This is an optimization exercise on Yosys and OpenROAD, whose aim is small area and a short achievable clock period, not a production implementation.
RTL that was checked went through simulation tests only; none was proved equivalent to the original.
Function not checked in run 3: the RTL went through the layout flow alone.
Power is estimated from default activity; no workload was simulated. The clock port is modelled as an ideal driver; clocking choices that lean on that would not hold on a real chip.

`flow/config.mk`:
```
export PLATFORM = sky130hd
export DESIGN_NAME = data_mem_responder
export DESIGN_NICKNAME = data_mem_responder
export VERILOG_FILES = /design/flow/design.v
export SDC_FILE = /design/flow/constraint.sdc
export NUM_CORES = 4
export LEC_CHECK = 0
export CAP_MARGIN = 20
export CORE_MARGIN = 2
export CORE_UTILIZATION = 60
export SETUP_SLACK_MARGIN = 2.6
export SLEW_MARGIN = 20
export SYNTH_HIERARCHICAL = 1
export SYNTH_MINIMUM_KEEP_SIZE = 0
```
`flow/constraint.sdc`:
```
create_clock -name core_clock -period 4.6 [get_ports {CLK}]
set_input_delay 0.9200 -clock core_clock [delete_from_list [all_inputs] [get_ports {CLK}]]
set_output_delay 0.9200 -clock core_clock [all_outputs]
set_load 0.01 [all_outputs]
```
`flow/design.v`:
```
module data_mem_responder #(
  parameter int DEPTH       = 64,
  parameter int WAIT_CYCLES = 2
) (
  input  logic        CLK,
  input  logic        Reset,
  input  logic        req,
  input  logic        we,
  input  logic [31:0] addr,
  input  logic [31:0] wdata,
  input  logic [3:0]  be,
  output logic [31:0] rdata,
  output logic        ack,
  output logic        err,
  output logic        busy
);
  localparam int AW = $clog2(DEPTH);
  localparam int NG = DEPTH / 4;
  localparam int GW = AW - 2;
  logic          r_busy, r_ack, r_err;
  logic          r_st1, r_ld1, r_p2, r_ld2;
  logic          r_pa, r_pb;
  logic [1:0]    r_rot, r_pos;
  logic [GW-1:0] r_grp;
  logic [3:0]    r_be;
  logic [31:0]   r_data;
  logic [31:0]   r_rdata;
  logic          w_acc, w_legal, w_wr, w_cap;
  logic          w_pa_n, w_pb_n;
  logic [1:0]    w_pos_n;
  logic [GW-1:0] w_grp_n;
  logic          r_wr;
  logic [NG-1:0] r_wg;
  logic [1:0]    w_pos_in;
  logic [1:0]    r_sel [NG];
  assign w_acc   = req && !r_busy;
  assign w_legal = (addr[1:0] == 2'b00) && (addr[31:AW+2] == '0);
  assign rdata = r_rdata;
  assign ack   = r_ack;
  assign err   = r_err;
  assign busy  = r_busy;
  assign w_pos_in = addr[3:2] + r_rot + 2'd1;
  assign w_wr  = r_wr;
  assign w_cap = !r_busy && !(r_pb && !w_wr);
  always_ff @(posedge CLK or posedge Reset)
    if (Reset) begin
      r_busy <= 1'b0;
      r_ack  <= 1'b0;
      r_err  <= 1'b0;
      r_st1  <= 1'b0;
      r_ld1  <= 1'b0;
      r_p2   <= 1'b0;
      r_ld2  <= 1'b0;
      r_pa   <= 1'b0;
    end else begin
      r_busy <= w_acc || r_st1 || r_ld1 || r_p2;
      r_ack  <= (w_acc && !w_legal) || r_p2;
      r_err  <= w_acc && !w_legal;
      r_st1  <= w_acc && w_legal && we;
      r_ld1  <= w_acc && w_legal && !we;
      r_p2   <= r_st1 || r_ld1;
      r_ld2  <= r_ld1;
      r_pa   <= w_pa_n;
    end
  assign w_pa_n  = !Reset && ((w_acc && w_legal && we) || (r_pa && r_st1 && !w_wr));
  assign w_pb_n  = (r_pa && !r_st1 && !w_wr) || (r_pb && !w_wr);
  assign w_pos_n = w_cap ? w_pos_in : r_pos + 2'd1;
  assign w_grp_n = w_cap ? addr[AW+1:4] : r_grp;
  always_ff @(posedge CLK)
    r_pb <= w_pb_n;
  always_ff @(posedge CLK) begin
    r_wr <= (w_pa_n || w_pb_n) && (w_pos_n == 2'd3);
    for (int g = 0; g < NG; g++)
      r_wg[g] <= (w_pa_n || w_pb_n) && (w_pos_n == 2'd3) && (w_grp_n == GW'(g));
  end
  always_ff @(posedge CLK)
    r_rot <= r_rot + 2'd1;
  always_ff @(posedge CLK)
    if (w_cap) begin
      r_grp   <= addr[AW+1:4];
      r_pos   <= w_pos_in;
      r_be    <= be;
    end else begin
      r_pos   <= r_pos + 2'd1;
    end
  logic [31:0] w_data_n;
  assign w_data_n = ~r_data;
  logic [31:0] q [NG][4];
  logic [NG-1:0] w_gsel;
  for (genvar g = 0; g < NG; g++) begin : g_grp
    assign w_gsel[g] = (r_grp == GW'(g));
    always_ff @(posedge CLK) begin
      q[g][1] <= q[g][0];
      q[g][2] <= q[g][1];
      q[g][3] <= q[g][2];
    end
    for (genvar b = 0; b < 4; b++) begin : g_byte
      logic       w_hold_n;
      logic [7:0] w_d;
      assign w_hold_n = !(r_wg[g] && r_be[b]);
      for (genvar k = 0; k < 8; k++) begin : g_bit
        dmr_wmux u_w (.keep(w_hold_n), .q(q[g][3][8*b+k]), .dn(w_data_n[8*b+k]), .d(w_d[k]));
      end
      always_ff @(posedge CLK)
        q[g][0][8*b +: 8] <= w_d;
    end
    for (genvar h = 0; h < 2; h++) begin : g_rsel
      always_ff @(posedge CLK)
        r_sel[g][h] <= (!r_busy && addr[AW+1:4] == GW'(g) && w_pos_in == 2'(2*h)) ||
                       (r_ld1 && w_gsel[g] && r_pos + 2'd1 == 2'(2*h));
    end
  end
  logic [31:0] w_m;
  for (genvar i = 0; i < 32; i++) begin : g_rbit
    logic [2*NG-1:0] w_sel, w_dat;
    logic [10:0]     w_y;
    for (genvar g = 0; g < NG; g++) begin : g_t
      assign w_sel[2*g]   = r_sel[g][0];
      assign w_dat[2*g]   = q[g][0][i];
      assign w_sel[2*g+1] = r_sel[g][1];
      assign w_dat[2*g+1] = q[g][2][i];
    end
    for (genvar k = 0; k < 10; k++) begin : g_s
      dmr_aoi3 u_s (.a0(w_sel[3*k]), .b0(w_dat[3*k]), .a1(w_sel[3*k+1]), .b1(w_dat[3*k+1]),
                    .a2(w_sel[3*k+2]), .b2(w_dat[3*k+2]), .y(w_y[k]));
    end
    dmr_aoi3 u_s10 (.a0(w_sel[30]), .b0(w_dat[30]), .a1(w_sel[31]), .b1(w_dat[31]),
                    .a2(r_ld2), .b2(r_data[i]), .y(w_y[10]));
    assign w_m[i] = !(&w_y);
  end
  always_ff @(posedge CLK)
    if (w_cap)      r_data <= wdata;
    else if (r_ld1) r_data <= w_m;
  always_ff @(posedge CLK or posedge Reset)
    if (Reset) r_rdata <= '0;
    else       r_rdata <= r_ld2 ? w_m : '0;
endmodule
module dmr_aoi3 (
  input  logic a0, b0, a1, b1, a2, b2,
  output logic y
);
  assign y = !((a0 && b0) || (a1 && b1) || (a2 && b2));
endmodule
module dmr_wmux (
  input  logic keep, q, dn,
  output logic d
);
  assign d = keep ? q : !dn;
endmodule
```
`flow/flow/run.sh`:
```
#!/bin/bash
# Layout flow: the standard ORFS flow (standard.sh), with two changes:
#  * port buffers are plain buffers (buf_2) instead of the delay cell buffer_ports picks;
#  * CTS clusters up to 30 sinks within 80 um per leaf buffer and adds no dummy load
#    cells to balance leaf nets.
# ORFS writes each step's full log under orfs/logs/; make's own output goes to standard.log.
set -euo pipefail
export BUFFER_PORTS_ARGS="-buffer_cell sky130_fd_sc_hd__buf_2"
export CTS_ARGS="-sink_clustering_enable -repair_clock_nets -dont_use_dummy_load -sink_clustering_size 30 -sink_clustering_max_diameter 80 -buf_list {sky130_fd_sc_hd__clkbuf_8 sky130_fd_sc_hd__clkbuf_16}"
bash standard.sh > standard.log 2>&1
```
`flow/standard.sh`:
```
#!/bin/bash
# synth_recipe.tcl (not shown) runs the flow's synth.tcl, then flattens the netlist and writes it again
# the make line also repeats each setting of config.mk as NAME=value (left out here)
make -C /OpenROAD-flow-scripts/flow DESIGN_CONFIG=/design/flow/config.mk WORK_HOME=/design/flow/orfs CLKGATE_MAP_FILE= SYNTH_SCRIPT=/design/flow/synth_recipe.tcl "${@:-finish}"
```
==> results_dict.tcl, run 1 <==
set metrics [dict create \
    rows 110 \
    cp_top_family "flip-flops" \
    port_buffers 106 \
    seq_area_frac_synth_pct 80.5 \
    synth_cell_types 40 \
    dieArea_mm2 0.0940 \
    synth-edff-count 36 \
    outcome "timing/DRC/antenna clean" \
    cap_violations 0 \
    coreArea_mm2 0.0904 \
    avgRoutedWirePerCell_um 22.9 \
    rsz0062_at_grt "yes" \
    min_period_ns 2.21 \
    grt_max_degree 78 \
    routed_via_density 5.71 \
    clkTransAtPathRegs_ns 0.11 \
    power.density_mw_per_mm2 467 \
    grt_overflow_total 0 \
    area_delta_synth_final_pct 8.56 \
    synthArstFlopShare_pct 1.83 \
    grt_pass1_wl_mm 185 \
    synth_top_flop_cell "dfxtp_1" \
    place_ws_ns 1.77 \
    cp_num_buf_inv 1 \
    timing_hold_violations_final 0 \
    antenna_found_initial 9 \
    cpPeakStageDelay_ns 0.45 \
    required_ns 3.68 \
    slowest_stage "dfrtp_1" \
    ys_top_cells_by_count "dfxtp_1 (2106), nand2_1 (604), o21ai_1 (512)" \
    hold_buffers 0 \
    ys_seq_elements 2182 \
    power_leakage_uw 0.0221 \
    setup_ws_ns 2.39 \
    syn_inst 4070 \
    tns_ns 0 \
    cts_buffers 82 \
    yosysMostFrequentCell "dfxtp_1" \
    grtUsageMet3_pct 3.88 \
    synth_area_per_cell_um2 13.5 \
    hold_class "reg2reg" \
    yosysTopAreaCellShare_pct 76.7 \
    peakVddDrop_mv 0.336 \
    startpoint_type "register" \
    yosys-top-cells-area "dfxtp_1 (77%), a222oi_1 (6.4%), o21ai_1 (4.7%)" \
    fin_total_pwr_uw 27900 \
    nFillCells 6848 \
    cts_root_buffer "clkbuf_16" \
    drt_iter0_markers 3936 \
    crit_type "reg2out" \
    grt_usage_pct 25.6 \
    end_kind "output port" \
    globalRouteMet2Util_pct 41.4 \
    met1_usage_pct 36.8 \
    grt_pass1_vias 30092 \
    cts_sinks 2182 \
    yosysWarnings 11 \
    antenna_cells 0 \
    start_util_pct 60.8 \
    die_h_um 307 \
    die_w_um 307 \
    hp-start "q[1][31]" \
    gp_congestion 0.842 \
    finalSetupViolations 0 \
    finalClockSkew_ns 0.0326 \
    ios 107 \
    path_cells "buf_2" \
    worstPathMaxFanout 1 \
    syn_nets 4145 \
    cts_max_path_buffers 3 \
    hpwl_mm 76.7 \
    drt_wl_total_mm 124 \
    period_share_pct 48.1 \
    htreeDepth 3 \
    regToRegStartpoint "r_sel[5][1]" \
    tightest_slew_ns 0.731 \
    max_freq_ghz 0.452 \
    fin_nets 4338 \
    grt-busiest-layer "met2" \
    vias 31066 \
    max_slew_margin_pct 51.2 \
    insertion_delay_ns 0.68 \
    worstPathArrival_ns 1.29 \
    yosysTopAreaCell "dfxtp_1" \
    syn_area_mm2 0.0550 \
    crit_path_start "r_rdata[26]" \
    cts_tree "yes" \
    drv_slew 0 \
    drt_pass1_iterations 7 \
    final_layout_size_suffix_gt1_share_pct 7.18 \
    ant_nets 0 \
    route.detailed.drc 0 \
]
[layer usage]
layer / share of wire, % / vias up
met4: 1.8 / 12
li1: - / 15131
met3: 5.6 / 166
met1: 46 / 14947
met2: 46 / 810
met5: 0.061 / -
[final timing paths]
check                             end  slack, ns  cells after the start
max                         rdata[26]       2.39                      1
min                          q[2][31]       0.31                      0
max reg2reg                r_data[15]       2.62                      5
min reg2reg                  q[2][31]       0.31                      0
max in group asynchronous       r_ld2       3.40                      3
min in group asynchronous        r_pa       0.35                      2
[logic make-up (layout without fill, tap and decap cells)]
family,count (synthesis),after routing,synth area share [%]
flip-flops,2182,2182,80.5
AO/OA/AOI/OAI,940,941,11.9
AND/OR/NAND/NOR,870,870,6.84
buffers and inverters,68,258,0.551
multiplexers,5,5,0.0911
adder cells (fa/ha/maj),3,3,0.0683
XOR/XNOR,2,2,0.0592
[metrics by stage]
stage               utilization, %  area [um^2]  std cells  hold WS (ns)
finish                        66.0        59700       5437         0.314
global route                  66.0        59700       5437         0.315
CTS                           65.5        59200       5421         0.305
detailed placement            63.1        57000       5336         0.312
global placement              63.1        57000       5336         0.309
floorplan                        -        55000       4070         0.310
[where the power goes]
part	switching, uW	internal, uW
registers	68.9	19000
logic	311	78.2
clock network	5230	3230
[modules after synthesis (local to each module, per instance)]
| module | cells inside | flip-flops and latches | copies in the design |
|---|---|---|---|
| data_mem_responder | 2694 | 2182 | 1 |
| dmr_aoi3 | 1 | 0 | 352 |
| dmr_wmux | 2 | 0 | 512 |
[state kept, by name, summed over array words and instances (netlist names), 2 cells and up]
signal   count
q         2048
r_data      32
r_rdata     32
r_sel       32
r_wg        16
r_be         4
r_grp        4
r_pos        2
r_rot        2
[cells in the final DEF (no fill, tap or decap), types with 3 or more instances in the layout]
cell          n
nor4_2        4
nand3_1      40
clkbuf_16    82
nor4_1        5
buf_4        13
dfxtp_4      32
ha_1          3
buf_12       11
nand2_1     604
buf_6         4
nor3_2       27
edfxtp_1     36
nor2b_1      38
nand2b_1      9
nor2_1       42
a21oi_1      35
or2_4         3
nand4_1      65
o22ai_1      32
nor3_1       24
nor4_4        3
inv_1        39
buf_2       105
dfrtp_1      38
a222oi_1    352
dfxtp_1    2074
o21ai_1     512
[repair_timing]
| action | CTS | global route |
|---|---|---|
| buffers inserted | 3 | 15 |
| cloned | 0 | 1 |
| pin swaps | 4 | 26 |
| endpoints found under the setup margin | 100 | 84 |
| resized for setup | 39 | 38 |
[cell type report]
class                           count  area [um^2]  share of cell area [%]
Clock buffer                       82         2050                    3.44
Inverter                           41          158                   0.264
Multi-Input combinational cell   1821        10700                    17.9
Sequential cell                  2182        44400                    74.4
Tap cell                         1176         1470                    2.47
Timing Repair Buffer              135          931                    1.56
==> inputs of run 2 (changes only) <==
==> flow/flow/run.sh (replaced) <==
#!/bin/bash
# Layout flow: the standard ORFS flow (standard.sh), with two changes:
#  * port buffers are plain buffers (buf_2) instead of the delay cell buffer_ports picks;
#  * CTS clusters up to 40 sinks within 60 um per leaf buffer and adds no dummy load
#    cells to balance leaf nets.
# ORFS writes each step's full log under orfs/logs/; make's own output goes to standard.log.
set -euo pipefail
export BUFFER_PORTS_ARGS="-buffer_cell sky130_fd_sc_hd__buf_2"
export CTS_ARGS="-sink_clustering_enable -repair_clock_nets -dont_use_dummy_load -sink_clustering_size 40 -sink_clustering_max_diameter 60"
bash standard.sh > standard.log 2>&1
==> run 2 against run 1 <==
  * Still clean
  * Maximum frequency down 0.76%
  * Combinational power is 1% lower
  * Via count increased by 0.97%
  * Total power up 4.9%
  * Core utilization is 0.79 points higher
  * Count of clock-buffer cells in the layout up 32
  * Critical endpoint is now rdata[6]
==> results_dict.tcl, run 2 <==
set metrics [dict create \
    outcome "timing/DRC/antenna clean" \
    worstPathArrival_ns 1.31 \
    cts_sinks 2182 \
    min_period_ns 2.23 \
    regMostFlops "q" \
    end_kind "output port" \
    port_buffers 106 \
    hold_end "q[26][27]" \
    cpPeakStageDelay_ns 0.42 \
    finalSetupViolations 0 \
    syn_area_mm2 0.0550 \
    placed_cells 5336 \
    gp_congestion 0.842 \
    htreeDepth 3 \
    die_h_um 307 \
    setup_ws_ns 2.37 \
    hpwl_mm 76.7 \
    route.detailed.drc 0 \
    max_freq_ghz 0.449 \
    drt_pass1_iterations 9 \
    yosysTopAreaCellShare_pct 76.7 \
    syn_nets 4145 \
    grt_overflow_total 0 \
    regToRegStartpoint "r_sel[5][1]" \
    fin_cells 5464 \
    timing_hold_violations_final 0 \
    yosys-top-cells-area "dfxtp_1 (77%), a222oi_1 (6.4%), o21ai_1 (4.7%)" \
    final_core_util_pct 66.8 \
    rsz0062_at_grt "yes" \
    start_util_pct 60.8 \
    cts_tree "yes" \
    crit_type "reg2out" \
    avgRoutedWirePerCell_um 22.6 \
    drv_slew 0 \
    final_common_cell "dfxtp_1" \
    synthArstFlopShare_pct 1.83 \
    yosysMostFrequentCell "dfxtp_1" \
    r2r_slack_ns 2.63 \
    area_delta_synth_final_pct 9.86 \
    grt_max_degree 78 \
    grt_pass1_wl_mm 186 \
    power.density_mw_per_mm2 485 \
    peakVddDrop_mv 0.338 \
    synth_cell_types 40 \
    path_cells "buf_2" \
    synth_area_per_cell_um2 13.5 \
    max_slew_margin_pct 29.2 \
    ant_nets 0 \
    yosysTopAreaCell "dfxtp_1" \
    synth_top_flop_cell "dfxtp_1" \
    vias 31366 \
    whs_ns 0.255 \
    antenna_found_initial 9 \
    routed_via_density 5.74 \
    cp_top_family "flip-flops" \
    worstPathMaxFanout 1 \
    ys_top_cells_by_count "dfxtp_1 (2106), nand2_1 (604), o21ai_1 (512)" \
    drt_wl_total_mm 123 \
    nFillCells 6784 \
    hp-start "q[25][27]" \
    syn_inst 4070 \
    dieArea_mm2 0.0940 \
    cap_violations 0 \
    cts_buffers 114 \
    die_w_um 307 \
    insertion_delay_ns 0.74 \
    cts_root_buffer "clkbuf_16" \
    place_ws_ns 1.77 \
    antenna_cells 0 \
    clkTransAtPathRegs_ns 0.12 \
    tns_ns 0 \
    drt_iter0_markers 3898 \
    period_share_pct 48.4 \
    reg2regPathDepth 5 \
    finalClockSkew_ns 0.0691 \
    synth-edff-count 36 \
    cts_max_path_buffers 3 \
    ys_seq_elements 2182 \
    power_leakage_uw 0.0224 \
    fin_nets 4365 \
    ios 107 \
    yosysWarnings 11 \
    largest_register_ffs 2048 \
    tightest_slew_ns 1.06 \
    hold_class "reg2reg" \
    grt_pass1_vias 30572 \
    final_cell_mix "dfxtp_1 (2074), nand2_1 (604), o21ai_1 (512)" \
    startpoint_type "register" \
    required_ns 3.68 \
    grt_usage_pct 25.8 \
    seq_area_frac_synth_pct 80.5 \
    slowest_stage "dfrtp_1" \
    r2r-end "r_data[4]" \
    coreArea_mm2 0.0904 \
    cp_num_buf_inv 1 \
    rows 110 \
    final_layout_size_suffix_gt1_share_pct 7.74 \
    hold_path_depth 0 \
]
-- run 2: cell counts after synthesis --
No cell type changed its count.
-- run 2: Yosys stat by module (local to each module, per instance) --
module	flops+latches	cell area (um^2)
data_mem_responder	2182	46900
dmr_aoi3	0	10.0
dmr_wmux	0	8.76
-- run 2: cell type report --
class	count	area, um^2	area share [%]
flip-flops and latches	2182	44400	73.5
multi-input cells	1821	10700	17.7
clock buffers	114	2850	4.73
well taps	1176	1470	2.44
repair buffers	130	860	1.42
inverters	41	158	0.261
-- run 2: stage by stage --
stage          instance area [um^2]  power, uW
2_1_floorplan                 55000      19600
3_3_place_gp                  57000      19800
3_5_place_dp                  57000      19900
4_1_cts                       60000      29400
5_1_grt                       60400      30200
6_report                      60400      29300
-- run 2: kinds of logic after synthesis --
| group | synth area share (%) |
|---|---|
| multiplexers | 0.0911 |
| adder cells (fa/ha/maj) | 0.0683 |
| buffers and inverters | 0.551 |
| AO/OA/AOI/OAI | 11.9 |
| flip-flops | 80.5 |
| AND/OR/NAND/NOR | 6.84 |
| XOR/XNOR | 0.0592 |
-- run 2: report_power, final --
group | switching [uW] | total, uW | internal, uW
Sequential | 70.8 | 19000 | 19000
Combinational | 307 | 385 | 77.5
Clock | 5440 | 9830 | 4390
Total | 5820 | 29300 | 23400
-- run 2: layer usage --
metal / vias up / track usage, % / part of all wire (%)
li1: 15163 / - / -
met2: 853 / 42.0 / 46
met3: 181 / 3.96 / 5.5
met5: - / 0 / 0.072
met1: 15155 / 36.7 / 46
met4: 14 / 5.87 / 1.9
-- run 2: worst max-delay path by stage --
| stage | to | cells after the start | slack, ns | from |
|---|---|---|---|---|
| global route | rdata[6] | 1 | 2.32 | r_rdata[6] |
| floorplan | r_wg[10] | 6 | 2.56 | addr[2] |
| detailed placement | r_wg[9] | 6 | 1.77 | Reset |
| global placement | r_wg[15] | 6 | 1.85 | Reset |
| CTS | rdata[6] | 1 | 2.33 | r_rdata[6] |
| finish | rdata[6] | 1 | 2.37 | r_rdata[6] |
-- run 2: timing repair --
action | in CTS | in global routing
hold endpoints to repair | 0 | 0
hold buffers | 0 | 0
buffers inserted | 3 | 10
resized for setup | 42 | 32
endpoints found under the setup margin | 101 | 84
cloned | 0 | 1
pin swaps | 1 | 20
==> inputs of run 3 (changes only) <==
==> flow/design.v (replaced) <==
module data_mem_responder #(
  parameter int DEPTH       = 64,
  parameter int WAIT_CYCLES = 2
) (
  input  logic        CLK,
  input  logic        Reset,
  input  logic        req,
  input  logic        we,
  input  logic [31:0] addr,
  input  logic [31:0] wdata,
  input  logic [3:0]  be,
  output logic [31:0] rdata,
  output logic        ack,
  output logic        err,
  output logic        busy
);
  localparam int AW = $clog2(DEPTH);
  logic          r_busy, r_ack, r_err;
  logic          r_st1, r_ld1, r_p2;
  logic [AW-1:0] r_idx;
  logic [3:0]    r_be;
  logic [31:0]   r_data;
  logic [31:0]   r_rdata;
  logic          w_acc, w_legal;
  logic [DEPTH-1:0] r_rsel;
  assign w_acc   = req && !r_busy;
  assign w_legal = (addr[1:0] == 2'b00) && (addr[31:AW+2] == '0);
  assign rdata = r_rdata;
  assign ack   = r_ack;
  assign err   = r_err;
  assign busy  = r_busy;
  always_ff @(posedge CLK or posedge Reset)
    if (Reset) begin
      r_busy <= 1'b0;
      r_ack  <= 1'b0;
      r_err  <= 1'b0;
      r_st1  <= 1'b0;
      r_ld1  <= 1'b0;
      r_p2   <= 1'b0;
    end else begin
      r_busy <= w_acc || r_st1 || r_ld1 || r_p2;
      r_ack  <= (w_acc && !w_legal) || r_p2;
      r_err  <= w_acc && !w_legal;
      r_st1  <= w_acc && w_legal && we;
      r_ld1  <= w_acc && w_legal && !we;
      r_p2   <= r_st1 || r_ld1;
    end
  always_ff @(posedge CLK)
    for (int w = 0; w < DEPTH; w++)
      r_rsel[w] <= r_ld1 && (r_idx == AW'(w));
  always_ff @(posedge CLK)
    if (!r_busy) begin
      r_idx  <= addr[AW+1:2];
      r_be   <= be;
      r_data <= wdata;
    end
  logic [31:0] mem [DEPTH];
  for (genvar w = 0; w < DEPTH; w++) begin : g_word
    for (genvar b = 0; b < 4; b++) begin : g_byte
      always_ff @(posedge CLK)
        if (r_st1 && r_idx == AW'(w) && r_be[b]) mem[w][8*b +: 8] <= r_data[8*b +: 8];
    end
  end
  logic [31:0] w_m;
  for (genvar i = 0; i < 32; i++) begin : g_rbit
    logic [21:0] w_y;
    for (genvar k = 0; k < 21; k++) begin : g_s
      dmr_aoi3 u_s (.a0(r_rsel[3*k]), .b0(mem[3*k][i]), .a1(r_rsel[3*k+1]), .b1(mem[3*k+1][i]),
                    .a2(r_rsel[3*k+2]), .b2(mem[3*k+2][i]), .y(w_y[k]));
    end
    assign w_y[21] = !(r_rsel[63] && mem[63][i]);
    assign w_m[i]  = !(&w_y);
  end
  always_ff @(posedge CLK or posedge Reset)
    if (Reset) r_rdata <= '0;
    else       r_rdata <= w_m;
endmodule
module dmr_aoi3 (
  input  logic a0, b0, a1, b1, a2, b2,
  output logic y
);
  assign y = !((a0 && b0) || (a1 && b1) || (a2 && b2));
endmodule
==> flow/flow/run.sh (replaced) <==
#!/bin/bash
# Layout flow: the standard ORFS flow (standard.sh), with two changes:
#  * port buffers are plain buffers (buf_2) instead of the delay cell buffer_ports picks;
#  * CTS clusters up to 30 sinks within 80 um per leaf buffer and adds no dummy load
#    cells to balance leaf nets.
# ORFS writes each step's full log under orfs/logs/; make's own output goes to standard.log.
set -euo pipefail
export BUFFER_PORTS_ARGS="-buffer_cell sky130_fd_sc_hd__buf_2"
export CTS_ARGS="-sink_clustering_enable -repair_clock_nets -dont_use_dummy_load -sink_clustering_size 30 -sink_clustering_max_diameter 80"
bash standard.sh > standard.log 2>&1
==> run 3 against run 2 <==
  * Maximum frequency decreased by 25%
  * Non-clock buffer count increased by 282
  * Count of clock-buffer cells in the layout decreased by 26
  * Cell count increased by 5.0%
  * Worst setup slack got worse by 0.73 ns
  * Sequential share of layout area increased by 2.6 points
  * Sequential power increased by 16%
  * Register-to-register slack got worse by 0.99 ns
  * Routed wire length increased by 89%
  * Via count increased by 38%
  * Worst hold slack improved by 0.066 ns
  * Critical path type is now reg2reg
  * Critical endpoint is now r_rdata[11]
  * Largest cell class unchanged
==> results_dict.tcl, run 3 <==
set metrics [dict create \
    outcome "timing/DRC/antenna clean" \
    min_period_ns 2.96 \
    grt_overflow_total 0 \
    place_ws_ns 1.19 \
    top_layer_used "met5" \
    clkTransAtPathRegs_ns 0.11 \
    grt_max_degree 65 \
    syn_inst 3640 \
    dieArea_mm2 0.130 \
    worstPathMaxFanout 5 \
    tns_ns 0 \
    grt_pass1_wl_mm 317 \
    final_common_cell "edfxtp_1" \
    power.density_mw_per_mm2 372 \
    largest_register_ffs 2048 \
    fin_nets 4156 \
    end_kind "register" \
    rsz0062_at_grt "yes" \
    reg2regPathDepth 7 \
    area_delta_synth_final_pct 12.4 \
    syn_nets 3712 \
    yosysTopAreaCellShare_pct 82.5 \
    gp_congestion 0.919 \
    regMostFlops "mem" \
    ys_seq_elements 2192 \
    drt_wl_total_mm 234 \
    hold_class "in2async" \
    grt_pass1_vias 40100 \
    die_w_um 360 \
    syn_area_mm2 0.0761 \
    wl_met3_mm 35.5 \
    r2r_slack_ns 1.64 \
    final_layout_size_suffix_gt1_share_pct 22.3 \
    final_core_util_pct 68.0 \
    cts_root_buffer "clkbuf_16" \
    drt_iter0_markers 10710 \
    yosysWarnings 9 \
    top_regs "mem x2048, r_rsel x64" \
    vias 43320 \
    drv_slew 0 \
    rows 130 \
    worst_path_most_repeated_cell "buf_4" \
    crit_type "reg2reg" \
    insertion_delay_ns 0.73 \
    slowest_stage "nand4_1" \
    max_slew_margin_pct 26.5 \
    synth_top_flop_cell "edfxtp_1" \
    finalSetupViolations 0 \
    period_share_pct 64.3 \
    startpoint_type "register" \
    yosys-top-cells-area "edfxtp_1 (82%), a222oi_1 (8.8%), and2_1 (2.0%)" \
    synth_cell_types 34 \
    drt-met1-wl_mm 86.0 \
    yosysTopAreaCell "edfxtp_1" \
    required_ns 5.18 \
    ios 107 \
    cap_violations 0 \
    final_cell_mix "edfxtp_1 (2090), a222oi_1 (672), and2_4 (185)" \
    fin_cells 5736 \
    finalClockSkew_ns 0.0494 \
    die_h_um 360 \
    hpwl_mm 148 \
    ys_top_cells_by_count "edfxtp_1 (2090), a222oi_1 (672), and2_1 (248)" \
    drt_pass1_iterations 10 \
    cts_buffers 88 \
    yosysMostFrequentCell "edfxtp_1" \
    regToRegStartpoint "r_rsel[32]" \
    timing_hold_violations_final 0 \
    antenna_found_initial 14 \
    coreArea_mm2 0.126 \
    seq_area_frac_synth_pct 85.4 \
    hold_buffers 0 \
    port_buffers 106 \
    route.detailed.drc 0 \
    route.met2.wl_mm 103 \
    setup_ws_ns 1.64 \
    start_util_pct 60.5 \
    r2r-end "r_rdata[11]" \
    cpPeakStageDelay_ns 0.84 \
    cts_sinks 2192 \
    cts_max_path_buffers 3 \
    path_cells "buf_4, clkbuf_16, a222oi_1, nand4_1, nor4_1, buf_4, nand2_1" \
    htreeDepth 3 \
    synthArstFlopShare_pct 1.73 \
    peakVddDrop_mv 0.354 \
    cts_tree "yes" \
    placed_cells 5472 \
    routed_via_density 7.55 \
    grt_usage_pct 35.6 \
    worstPathArrival_ns 3.54 \
    synth_area_per_cell_um2 20.9 \
    avgRoutedWirePerCell_um 40.8 \
    ant_nets 0 \
    synth-edff-count 2090 \
    power_leakage_uw 0.0270 \
    tightest_slew_ns 1.10 \
    max_freq_ghz 0.338 \
    whs_ns 0.321 \
]
-- run 3: changes by cell type in the layout (fill, tap and decap cells not counted), sizes merged, moves of 50 or more --
cell | before | now
nor2 | 42 | 127
a222oi | 352 | 672
edfxtp | 36 | 2090
nand2 | 604 | 65
and2 | 0 | 248
dfxtp | 2106 | 64
o21ai | 513 | 0
nor3 | 51 | 1
buf | 130 | 411
nand4 | 66 | 130
-- run 3: kinds of logic after synthesis --
group                  Yosys count  share of synthesized area [%]
AO/OA/AOI/OAI                  706                           9.18
AND/OR/NAND/NOR                682                           5.07
flip-flops                    2192                           85.4
buffers and inverters           60                          0.358
-- run 3: Yosys stat by module, one instance, submodules excluded --
module	area, um^2	cells	copies in the design	flops+latches
dmr_aoi3	10.0	1	672	0
data_mem_responder	69400	2968	1	2192
-- run 3: metrics by stage --
stage	cell area, um^2	total power [uW]
after floorplan	76100	22700
final	85500	31800
after CTS	84500	31800
after global placement	79500	23100
after global routing	85500	32600
after detailed placement	79500	23100
-- run 3: layout make-up --
| cell class | instances | area [um^2] |
|---|---|---|
| Fill cell | 7966 | 40200 |
| Inverter | 2 | 10.0 |
| Timing Repair Buffer | 412 | 3930 |
| Antenna cell | 4 | 10.0 |
| Tap cell | 1650 | 2060 |
| Sequential cell | 2192 | 65100 |
| Clock buffer | 88 | 2200 |
| Multi-Input combinational cell | 1388 | 12200 |
-- run 3: timing repair --
action | in CTS | in global routing
pin swaps | 146 | 90
gates resized for setup | 638 | 187
setup endpoints to repair | 2115 | 1596
cloned | 11 | 2
setup buffers | 106 | 53
-- run 3: critical path, delay by kind of cell (launching register included) --
kind                   cells  cell delay [ns]
DFF                        1             0.38
AOI/OAI and AO/OA          1             0.63
and+or+nand+nor            3             1.32
buffers and inverters      3             0.47
-- run 3: power by group --
group / leakage, uW / total, uW / switching (uW) / internal, uW
sequential: 0.0199 / 22000 / 28.7 / 21900
combinational: 0.00608 / 854 / 712 / 142
clock: 0.00108 / 9030 / 5580 / 3450
-- run 3: metal layers --
layer	track usage, %	vias to the layer above
met5	0	-
met4	13.6	4
met3	8.30	338
met2	51.0	3562
met1	53.9	22284
li1	-	17132
-- run 3: how the worst max path moves through the flow --
stage | to | from
4_1_cts | r_rdata[12] | r_rsel[32]
5_1_grt | r_rdata[12] | r_rsel[32]
3_5_place_dp | r_rdata[31] | r_rsel[18]
3_3_place_gp | r_rdata[31] | r_rsel[18]
6_report | r_rdata[11] | r_rsel[32]
2_1_floorplan | mem[16][0] | r_idx[0]
==> inputs of run 4 (changes only) <==
--- a/flow/design.v
+++ b/flow/design.v
@@ -16,7 +16,7 @@
 );
   localparam int AW = $clog2(DEPTH);
   logic          r_busy, r_ack, r_err;
-  logic          r_st1, r_ld1, r_p2;
+  logic          r_st1, r_ld1, r_p2, r_ld2;
   logic [AW-1:0] r_idx;
   logic [3:0]    r_be;
   logic [31:0]   r_data;
@@ -37,6 +37,7 @@
       r_st1  <= 1'b0;
       r_ld1  <= 1'b0;
       r_p2   <= 1'b0;
+      r_ld2  <= 1'b0;
     end else begin
       r_busy <= w_acc || r_st1 || r_ld1 || r_p2;
       r_ack  <= (w_acc && !w_legal) || r_p2;
@@ -44,15 +45,20 @@
       r_st1  <= w_acc && w_legal && we;
       r_ld1  <= w_acc && w_legal && !we;
       r_p2   <= r_st1 || r_ld1;
+      r_ld2  <= r_ld1;
     end
   always_ff @(posedge CLK)
-    for (int w = 0; w < DEPTH; w++)
-      r_rsel[w] <= r_ld1 && (r_idx == AW'(w));
+    for (int w = 0; w < DEPTH/2; w++) begin
+      r_rsel[w]           <= !r_busy && addr[AW+1:2] == AW'(w);
+      r_rsel[w + DEPTH/2] <= r_ld1 && r_idx == AW'(w + DEPTH/2);
+    end
   always_ff @(posedge CLK)
     if (!r_busy) begin
       r_idx  <= addr[AW+1:2];
       r_be   <= be;
       r_data <= wdata;
+    end else if (r_ld1) begin
+      r_data <= w_m0;
     end
   logic [31:0] mem [DEPTH];
   for (genvar w = 0; w < DEPTH; w++) begin : g_word
@@ -61,19 +67,24 @@
         if (r_st1 && r_idx == AW'(w) && r_be[b]) mem[w][8*b +: 8] <= r_data[8*b +: 8];
     end
   end
-  logic [31:0] w_m;
+  logic [31:0] w_m0, w_m1;
   for (genvar i = 0; i < 32; i++) begin : g_rbit
-    logic [21:0] w_y;
-    for (genvar k = 0; k < 21; k++) begin : g_s
-      dmr_aoi3 u_s (.a0(r_rsel[3*k]), .b0(mem[3*k][i]), .a1(r_rsel[3*k+1]), .b1(mem[3*k+1][i]),
-                    .a2(r_rsel[3*k+2]), .b2(mem[3*k+2][i]), .y(w_y[k]));
+    logic [10:0] w_y0, w_y1;
+    for (genvar k = 0; k < 10; k++) begin : g_s
+      dmr_aoi3 u_s0 (.a0(r_rsel[3*k]), .b0(mem[3*k][i]), .a1(r_rsel[3*k+1]), .b1(mem[3*k+1][i]),
+                     .a2(r_rsel[3*k+2]), .b2(mem[3*k+2][i]), .y(w_y0[k]));
+      dmr_aoi3 u_s1 (.a0(r_rsel[32+3*k]), .b0(mem[32+3*k][i]), .a1(r_rsel[33+3*k]), .b1(mem[33+3*k][i]),
+                     .a2(r_rsel[34+3*k]), .b2(mem[34+3*k][i]), .y(w_y1[k]));
     end
-    assign w_y[21] = !(r_rsel[63] && mem[63][i]);
-    assign w_m[i]  = !(&w_y);
+    assign w_y0[10] = !((r_rsel[30] && mem[30][i]) || (r_rsel[31] && mem[31][i]));
+    dmr_aoi3 u_s1x (.a0(r_rsel[62]), .b0(mem[62][i]), .a1(r_rsel[63]), .b1(mem[63][i]),
+                    .a2(r_ld2), .b2(r_data[i]), .y(w_y1[10]));
+    assign w_m0[i] = !(&w_y0);
+    assign w_m1[i] = !(&w_y1);
   end
   always_ff @(posedge CLK or posedge Reset)
     if (Reset) r_rdata <= '0;
-    else       r_rdata <= w_m;
+    else       r_rdata <= r_ld2 ? w_m1 : '0;
 endmodule
 module dmr_aoi3 (
   input  logic a0, b0, a1, b1, a2, b2,
==> run 4 against run 3 <==
  * Die area increased by 0.88%
  * Combinational power increased by 87%
  * Sequential share of layout area fell by 1.3 points
  * Area after synthesis rose by 0.89%
  * Global-route usage hardly changed
  * Sequential power about the same
  * Clock skew rose by 0.013 ns
  * Largest power group unchanged
==> results_dict.tcl, run 4 <==
set metrics [dict create \
    rows 131 \
    slowest_stage "dfrtp_4" \
    cp_num_buf_inv 1 \
    syn_area_mm2 0.0768 \
    power_leakage_uw 0.0274 \
    coreArea_mm2 0.127 \
    wl_met3_mm 28.3 \
    synth_cell_types 40 \
    antenna_found_initial 17 \
    top_layer_used "met5" \
    power_frac_comb_pct 4.9 \
    route.detailed.drc 0 \
    tns_ns 0 \
    drt_pass1_iterations 13 \
    synth_top_flop_cell "edfxtp_1" \
    regMostFlops "mem" \
    die_w_um 362 \
    finalClockSkew_ns 0.0626 \
    hold_class "in2reg" \
    placed_area_mm2 0.0800 \
    synth-edff-count 2090 \
    grt_usage_pct 35.5 \
    die_h_um 362 \
    fin_nets 4281 \
    p_seq_share_pct 67.5 \
    yosysMostFrequentCell "edfxtp_1" \
    top_regs "mem x2048, r_rsel x64" \
    ys_top_cells_by_count "edfxtp_1 (2090), a222oi_1 (672), and2_1 (256)" \
    hpwl_mm 149 \
    timing_hold_violations_final 0 \
    dieArea_mm2 0.131 \
    final_common_cell "edfxtp_1" \
    drt-met1-wl_mm 82.1 \
    syn_nets 3795 \
    cts_max_path_buffers 3 \
    internal_power_uw 26000 \
    period_share_pct 52.3 \
    tightest_slew_ns 1.23 \
    synth_area_per_cell_um2 20.6 \
    yosysWarnings 9 \
    max_freq_ghz 0.415 \
    grt_pass1_vias 41603 \
    cap_violations 0 \
    finalSetupViolations 0 \
    p_clk_share_pct 27.6 \
    cts_sinks 2193 \
    ys_seq_elements 2193 \
    required_ns 3.68 \
    p_sw_share_pct 21.2 \
    clkTransAtPathRegs_ns 0.11 \
    outcome "timing/DRC/antenna clean" \
    route.met2.wl_mm 112 \
    grt_overflow_total 0 \
    routed_via_density 7.56 \
    avgRoutedWirePerCell_um 40.3 \
    vias 44389 \
    whs_ns 0.371 \
    grt_pass1_wl_mm 321 \
    largest_register_ffs 2048 \
    worstPathArrival_ns 1.49 \
    syn_inst 3723 \
    port_buffers 106 \
    htreeDepth 3 \
    drv_slew 0 \
    worstPathMaxFanout 2 \
    cts_root_buffer "clkbuf_16" \
    power_switching_uw 6990 \
    yosysTopAreaCellShare_pct 81.7 \
    cpPeakStageDelay_ns 0.59 \
    power.density_mw_per_mm2 379 \
    cp_top_family "flip-flops" \
    seq_area_frac_synth_pct 84.7 \
    max_slew_margin_pct 17.8 \
    ant_nets 0 \
    final_cell_mix "edfxtp_1 (2090), a222oi_1 (672), and2_4 (244)" \
    start_util_pct 60.3 \
    path_cells "buf_6" \
    area_delta_synth_final_pct 13.4 \
    rsz0062_at_grt "yes" \
    drt_wl_total_mm 237 \
    ios 107 \
    startpoint_type "register" \
    gp_congestion 0.970 \
    min_period_ns 2.41 \
    crit_type "reg2out" \
    grt_max_degree 65 \
    cts_buffers 90 \
    synthArstFlopShare_pct 1.78 \
    yosysTopAreaCell "edfxtp_1" \
    final_area_mm2 0.0871 \
    yosys-top-cells-area "edfxtp_1 (82%), a222oi_1 (8.8%), and2_1 (2.1%)" \
    end_kind "output port" \
    insertion_delay_ns 0.74 \
    final_layout_size_suffix_gt1_share_pct 23.2 \
    cts_tree "yes" \
    peakVddDrop_mv 0.325 \
    drt_iter0_markers 10243 \
]
-- run 4: cell count changes in the layout (fill, tap and decap cells not counted), moves of 23 or more --
cell and change:
and2_4 +59, and2_2 -49, o31a_1 +32, nor2_1 +31
a31oi_1 +27, nor2_4 +24, buf_12 +23
-- run 4: final cells by class --
class | instances | area (um^2)
clock buffers | 90 | 2250
inverters | 2 | 7.51
well taps | 1662 | 2080
flip-flops and latches | 2193 | 65100
diodes | 6 | 15.0
repair buffers | 457 | 4730
fillers | 8000 | 40300
multi-input cells | 1465 | 12800
-- run 4: path summary, 6_finish.rpt --
| check | to | slack, ns | depth (start not counted) | startpoint |
|---|---|---|---|---|
| worst max-delay path | busy | 2.19 | 1 | r_busy |
| worst min-delay path | r_be[1] | 0.37 | 1 | be[1] |
| worst max register to register | r_data[6] | 2.23 | 6 | r_rsel[27] |
| worst min register to register | r_ld2 | 0.59 | 0 | r_ld1 |
| max in group asynchronous | r_ld2 | 3.38 | 2 | Reset |
| min in group asynchronous | r_rdata[14] | 0.41 | 2 | Reset |
-- run 4: timing repair --
item,in CTS,in global routing
endpoints found under the setup margin,2526,1995
cloned,10,3
hold buffers,0,0
pin swaps,284,181
buffers inserted,176,53
gates resized for setup,685,223
-- run 4: per-module statistics from Yosys (local to each module, per instance) --
module	flops+latches	times used	cells	cell area, um^2
data_mem_responder	2193	1	3051	70100
dmr_aoi3	0	672	1	10.0
-- run 4: kinds of logic (layout without fill, tap and decap cells) --
family / Yosys count / in the layout / share of synthesized area, %
buf+inv: 65 / 549 / 0.354
compound gates: 770 / 770 / 9.78
flops: 2193 / 2193 / 84.7
simple gates: 695 / 695 / 5.19
other cells: 0 / 6 / 0
-- run 4: routing by layer --
layer,global-route usage [%],vias up
li1,-,17573
met1,48.5,22586
met3,5.92,547
met5,0,-
met2,56.4,3671
met4,17.8,12
-- run 4: metrics by stage --
step	std cells	setup slack, ns	power, uW	utilization (%)
after CTS	5813	2.15	33000	67.5
final	5875	2.19	33000	68.4
after global placement	5537	1.70	24100	62.8
after floorplan	3723	2.72	23200	-
after global routing	5870	2.16	33700	68.4
after detailed placement	5537	1.57	24100	62.8
-- run 4: power groups by stage --
stage                     registers (uW)  clock network, uW  logic [uW]
after floorplan                    23000                  0         165
after global placement             22800                  0        1290
after detailed placement           22800                  0        1310
after CTS                          22300               9150        1530
after global routing               22300               9800        1620
final                              22300               9120        1600

[separate check: timing with driven ports]
No port has a modelled driver above. Below, the same layouts with a new extraction and two added sets of constraints.
Step 1: set_driving_cell puts a clkbuf_16 on CLK and a buf_2 on each other input, an assumption about the parent block.
Step 2 adds t to the input delays and takes it off the output delays; t is the mean of the earliest and latest rising clock arrival at the registers after step 1. Input paths then give back, and output paths get back, about the clock's delay inside the block.
a / b / c = ideal ports / drivers / drivers and shift; a / b = the first two.
run | shift t [ns] | setup WS [ns] | hold slack, ns | pins driven straight from the clock port
run 1 | 0.732 | 2.389 / 2.321 / 2.031 | 0.314 / 0.314 / 0.314 | 1
run 2 | 0.772 | 2.372 / 2.301 / 2.017 | 0.255 / 0.255 / 0.255 | 1
run 3 | 0.786 | 1.642 / 1.642 / 1.642 | 0.321 / 0.257 / 0.472 | 1
run 4 | 0.785 | 2.192 / 2.119 / 2.197 | 0.371 / 0.319 / 0.591 | 1
After both steps every run listed still meets setup and hold. The setup slack of run 1, which loses most, moves by -0.068 ns with the drivers and by -0.358 ns with both steps.
